Context: an optimization exercise on an open-source flow, tuned for small area, a short achievable clock period and few clock cycles per item. The choices shown serve that exercise and are no tape-out recipe. Power figures rest on the tool's default switching activity, not on a simulated workload.

== run a ==
==> flow/design.v <==
`default_nettype none
package saet_pkg;
  localparam int unsigned Depth     = 16;
  localparam int unsigned CodeWidth = 16;
  localparam int unsigned OpWidth   = 3;
  localparam int unsigned IdxWidth  = 4;
  localparam int unsigned CntWidth  = 5;
  typedef logic [CodeWidth-1:0] code_t;
  typedef logic [OpWidth-1:0]   op_t;
  typedef logic [IdxWidth-1:0]  idx_t;
  typedef logic [CntWidth-1:0]  cnt_t;
  localparam op_t OpSave   = 3'd0;
  localparam op_t OpDelete = 3'd1;
  localparam op_t OpFind   = 3'd2;
  localparam op_t OpClear  = 3'd3;
  localparam op_t OpRead   = 3'd4;
  typedef struct packed {
    logic capture;    
    logic execute;    
  } saet_cmd_t;
endpackage
`default_nettype wire
`default_nettype none
module saet_ctrl (
  input  wire logic clk_i,
  input  wire logic rst_ni,
  input  wire logic in_valid_i,
  output logic      in_ready_o,
  output logic      out_valid_o,
  input  wire logic out_ready_i,
  output logic      adv_o,
  output logic      s1_valid_o,
  output logic      s2_valid_o
);
  logic v1_q, v2_q, rv_q;
  assign adv_o       = !rv_q || out_ready_i;
  assign in_ready_o  = adv_o;
  assign out_valid_o = rv_q;
  assign s1_valid_o  = v1_q;
  assign s2_valid_o  = v2_q;
  always_ff @(posedge clk_i or negedge rst_ni) begin
    if (!rst_ni) begin
      v1_q <= 1'b0;
      v2_q <= 1'b0;
      rv_q <= 1'b0;
    end else if (adv_o) begin
      v1_q <= in_valid_i;
      v2_q <= v1_q;
      rv_q <= v2_q;
    end
  end
endmodule
`default_nettype wire
`default_nettype none
module saet_dp (
  input  wire logic                clk_i,
  input  wire logic                rst_ni,
  input  wire logic                adv_i,
  input  wire logic                s1_valid_i,
  input  wire logic                s2_valid_i,
  input  wire saet_pkg::op_t       operation_i,
  input  wire saet_pkg::code_t     code_i,
  input  wire saet_pkg::idx_t      index_i,
  output logic                     hit_o,
  output saet_pkg::code_t          entry_value_o,
  output saet_pkg::code_t          lowest_code_o,
  output saet_pkg::cnt_t           active_count_o
);
  localparam int unsigned D = saet_pkg::Depth;
  saet_pkg::code_t table_q [D];
  logic [D-1:0]    live_q;           
  saet_pkg::cnt_t  cnt_q;
  saet_pkg::op_t   op1_q;
  saet_pkg::code_t code1_q;
  saet_pkg::idx_t  idx1_q;
  logic            ins2_q, del2_q, clr2_q;    
  saet_pkg::code_t code2_q;
  saet_pkg::idx_t  idx2_q;
  logic [D-1:0]    lt2_q;            
  logic            hit2_q;           
  logic            hit_r_q;
  saet_pkg::code_t entry_r_q;
  logic ins, del, clr;
  assign ins = ins2_q;
  assign del = del2_q;
  assign clr = clr2_q;
  saet_pkg::code_t table_n [D];
  logic [D-1:0]    live_n;
  saet_pkg::cnt_t  cnt_n;
  logic app, ins_a, del_a;
  assign app   = adv_i;
  assign ins_a = app && ins;
  assign del_a = app && del;
  for (genvar j = 0; j < D; j++) begin : g_upd
    logic sel_c, sel_u, sel_d, sel_h;
    saet_pkg::code_t src_u, src_d;
    if (j == 0) begin : g_f
      assign sel_c = ins_a && !lt2_q[j];
      assign sel_u = 1'b0;
      assign src_u = '0;
    end else begin : g_r
      assign sel_c = ins_a && !lt2_q[j] && lt2_q[j-1];
      assign sel_u = ins_a && !lt2_q[j-1];
      assign src_u = table_q[j-1];
    end
    if (j == D-1) begin : g_l
      assign sel_d = 1'b0;
      assign src_d = '0;
    end else begin : g_i
      assign sel_d = del_a && !lt2_q[j];
      assign src_d = table_q[j+1];
    end
    assign sel_h = !(sel_c || sel_u || sel_d);
    assign table_n[j] = ({16{sel_h}} & table_q[j]) | ({16{sel_u}} & src_u) |
                        ({16{sel_d}} & src_d) | ({16{sel_c}} & code2_q);
  end
  always_comb begin
    live_n = live_q;
    cnt_n  = cnt_q;
    if (ins) begin
      live_n = {live_q[D-2:0], 1'b1};
      if (!live_q[D-1]) cnt_n = cnt_q + saet_pkg::cnt_t'(1);
    end else if (del) begin
      live_n = {1'b0, live_q[D-1:1]};
      cnt_n  = cnt_q - saet_pkg::cnt_t'(1);
    end else if (clr) begin
      live_n = '0;
      cnt_n  = '0;
    end
  end
  always_ff @(posedge clk_i) begin
    for (int k = 0; k < D; k++) table_q[k] <= table_n[k];
  end
  always_ff @(posedge clk_i or negedge rst_ni) begin
    if (!rst_ni) begin
      live_q <= '0;
      cnt_q  <= '0;
    end else if (adv_i) begin
      live_q <= live_n;
      cnt_q  <= cnt_n;
    end
  end
  always_ff @(posedge clk_i) begin
    if (adv_i) begin
      hit_r_q   <= hit2_q;
      entry_r_q <= live_n[idx2_q] ? table_n[idx2_q] : '0;
    end
  end
  logic [D-1:0] lt_t, eq_t, lt_n;
  logic         hit_t, hit_n, lt_ab, eq_ab;
  logic         ins_v, del_v, clr_v, zero1;
  assign zero1 = (code1_q == '0);
  for (genvar i = 0; i < D; i++) begin : g_cmp
    logic l, e;
    saet_cmp u_cmp (.a_i(table_q[i]), .b_i(code1_q), .lt_o(l), .eq_o(e));
    assign lt_t[i] = live_q[i] && l;
    assign eq_t[i] = live_q[i] && e;
  end
  assign hit_t = |eq_t;
  saet_cmp u_cmp_ab (.a_i(code2_q), .b_i(code1_q), .lt_o(lt_ab), .eq_o(eq_ab));
  assign ins_v = ins;
  assign del_v = del;
  assign clr_v = clr;
  for (genvar j = 0; j < D; j++) begin : g_adj
    logic at_ins;
    if (j == 0) begin : g_f
      assign at_ins = 1'b1;
    end else begin : g_r
      assign at_ins = lt2_q[j-1];
    end
    always_comb begin
      lt_n[j] = lt_t[j];
      if (clr_v) begin
        lt_n[j] = 1'b0;
      end else if (!lt2_q[j]) begin
        if (ins_v) begin
          if (at_ins) lt_n[j] = lt_ab;
          else if (j > 0) lt_n[j] = lt_t[(j > 0) ? j-1 : 0];
        end else if (del_v) begin
          lt_n[j] = (j < D-1) ? lt_t[(j < D-1) ? j+1 : j] : 1'b0;
        end
      end
    end
  end
  always_comb begin
    hit_n = hit_t;
    if (clr_v)      hit_n = 1'b0;
    else if (ins_v) hit_n = (hit_t && !eq_t[D-1]) || eq_ab;    
    else if (del_v) hit_n = hit_t && !eq_ab;
  end
  always_ff @(posedge clk_i) begin
    if (adv_i) begin
      ins2_q  <= s1_valid_i && (op1_q == saet_pkg::OpSave) && !zero1 && !hit_n && !lt_n[D-1];
      del2_q  <= s1_valid_i && (op1_q == saet_pkg::OpDelete) && !zero1 && hit_n;
      clr2_q  <= s1_valid_i && (op1_q == saet_pkg::OpClear);
      code2_q <= code1_q;
      idx2_q  <= idx1_q;
      lt2_q   <= lt_n;
      hit2_q  <= zero1 ? !live_n[D-1] : hit_n;    
      op1_q   <= operation_i;
      code1_q <= code_i;
      idx1_q  <= index_i;
    end
  end
  assign hit_o          = hit_r_q;
  assign entry_value_o  = entry_r_q;
  assign lowest_code_o  = live_q[0] ? table_q[0] : '0;
  assign active_count_o = cnt_q;
endmodule
`default_nettype wire
module saet_cmp (
  input  wire logic [15:0] a_i,
  input  wire logic [15:0] b_i,
  output logic             lt_o,
  output logic             eq_o
);
  logic [15:0] l0, e0;
  logic [7:0]  l1, e1;
  logic [3:0]  l2, e2;
  logic [1:0]  l3, e3;
  assign l0 = ~a_i & b_i;
  assign e0 = ~(a_i ^ b_i);
  for (genvar k = 0; k < 8; k++) begin : g1
    assign l1[k] = l0[2*k+1] | (e0[2*k+1] & l0[2*k]);
    assign e1[k] = e0[2*k+1] & e0[2*k];
  end
  for (genvar k = 0; k < 4; k++) begin : g2
    assign l2[k] = l1[2*k+1] | (e1[2*k+1] & l1[2*k]);
    assign e2[k] = e1[2*k+1] & e1[2*k];
  end
  for (genvar k = 0; k < 2; k++) begin : g3
    assign l3[k] = l2[2*k+1] | (e2[2*k+1] & l2[2*k]);
    assign e3[k] = e2[2*k+1] & e2[2*k];
  end
  assign lt_o = l3[1] | (e3[1] & l3[0]);
  assign eq_o = e3[1] & e3[0];
endmodule
`default_nettype wire
`default_nettype none
module sorted_active_error_table_core (
  input  wire logic        clk_i,
  input  wire logic        rst_ni,
  input  wire logic        req_valid_i,
  output logic             req_ready_o,
  input  wire logic [2:0]  req_operation_i,
  input  wire logic [15:0] req_code_i,
  input  wire logic [3:0]  req_index_i,
  output logic             rsp_valid_o,
  input  wire logic        rsp_ready_i,
  output logic             rsp_hit_o,
  output logic [15:0]      rsp_entry_value_o,
  output logic [15:0]      rsp_lowest_code_o,
  output logic [4:0]       rsp_active_count_o
);
  logic adv, s1_valid, s2_valid;
  saet_ctrl u_ctrl (
    .clk_i      (clk_i),
    .rst_ni     (rst_ni),
    .in_valid_i (req_valid_i),
    .in_ready_o (req_ready_o),
    .out_valid_o(rsp_valid_o),
    .out_ready_i(rsp_ready_i),
    .adv_o      (adv),
    .s1_valid_o (s1_valid),
    .s2_valid_o (s2_valid)
  );
  saet_dp u_dp (
    .clk_i         (clk_i),
    .rst_ni        (rst_ni),
    .adv_i         (adv),
    .s1_valid_i    (s1_valid),
    .s2_valid_i    (s2_valid),
    .operation_i   (req_operation_i),
    .code_i        (req_code_i),
    .index_i       (req_index_i),
    .hit_o         (rsp_hit_o),
    .entry_value_o (rsp_entry_value_o),
    .lowest_code_o (rsp_lowest_code_o),
    .active_count_o(rsp_active_count_o)
  );
endmodule
`default_nettype wire
Settings: LEC_CHECK=0, CAP_MARGIN=20, CORE_MARGIN=2, CORE_UTILIZATION=40, SLEW_MARGIN=20; clock period 7.0 ns.
run.sh (not shown) runs the stock make flow with config.mk's settings and CLKGATE_MAP_FILE= SYNTH_SCRIPT=/design/flow/synth_recipe.tcl, a recipe that flattens the netlist after the stock synthesis.
Having completed the whole flow, run a delivered a layout that passed the timing, DRC and antenna checks.
Modified inputs, run b compared to run a
- SETUP_SLACK_MARGIN newly set to 4.5
## What came out
Sort run a and run b by area growth from synthesis to layout desc -> top: run b
Diff run a..run b | number of hold buffers added after cts | unchanged
[compare] base=run a new=run b: power share of the combinational group up 6.7 points; number of CTS-inserted buffers up about 2.2%.
In terms of later-pin clock latency in the skew report, run b and run a differ only marginally.
Run b: pin count of the biggest net entering global routing is 48 lower than what run a reported.
No functional check of the RTL was part of any run of this note.

## separate check: timing with driven ports
Ports are ideal in the flow. The routed layouts listed here were re-timed in OpenROAD.
Step 1: set_driving_cell puts a clkbuf_16 on clk_i and a buf_2 on each other input, an assumption about the parent block.
Step 2 adds t to the input delays and takes it off the output delays; t is the mean of the earliest and latest rising clock arrival at the registers after step 1. Input paths then give back, and output paths get back, about the clock's delay inside the block.
a / b / c = ideal / step 1 / step 2; a / b = the first two.
| run | t (ns) | setup slack, ns | latest minus earliest clock arrival (ns) | worst data-port slew with drivers (ns) |
|---|---|---|---|---|
| run a | 0.675 | 1.782 / 1.826 / 1.151 | 0.019 / 0.020 | 0.07 |
| run b | 0.677 | 3.350 / 3.364 / 2.687 | 0.027 / 0.028 | 0.07 |
After both steps every run listed still meets setup and hold. For run b, which loses most, drivers alone change the setup slack by +0.014 ns; drivers and shift together by -0.663 ns.
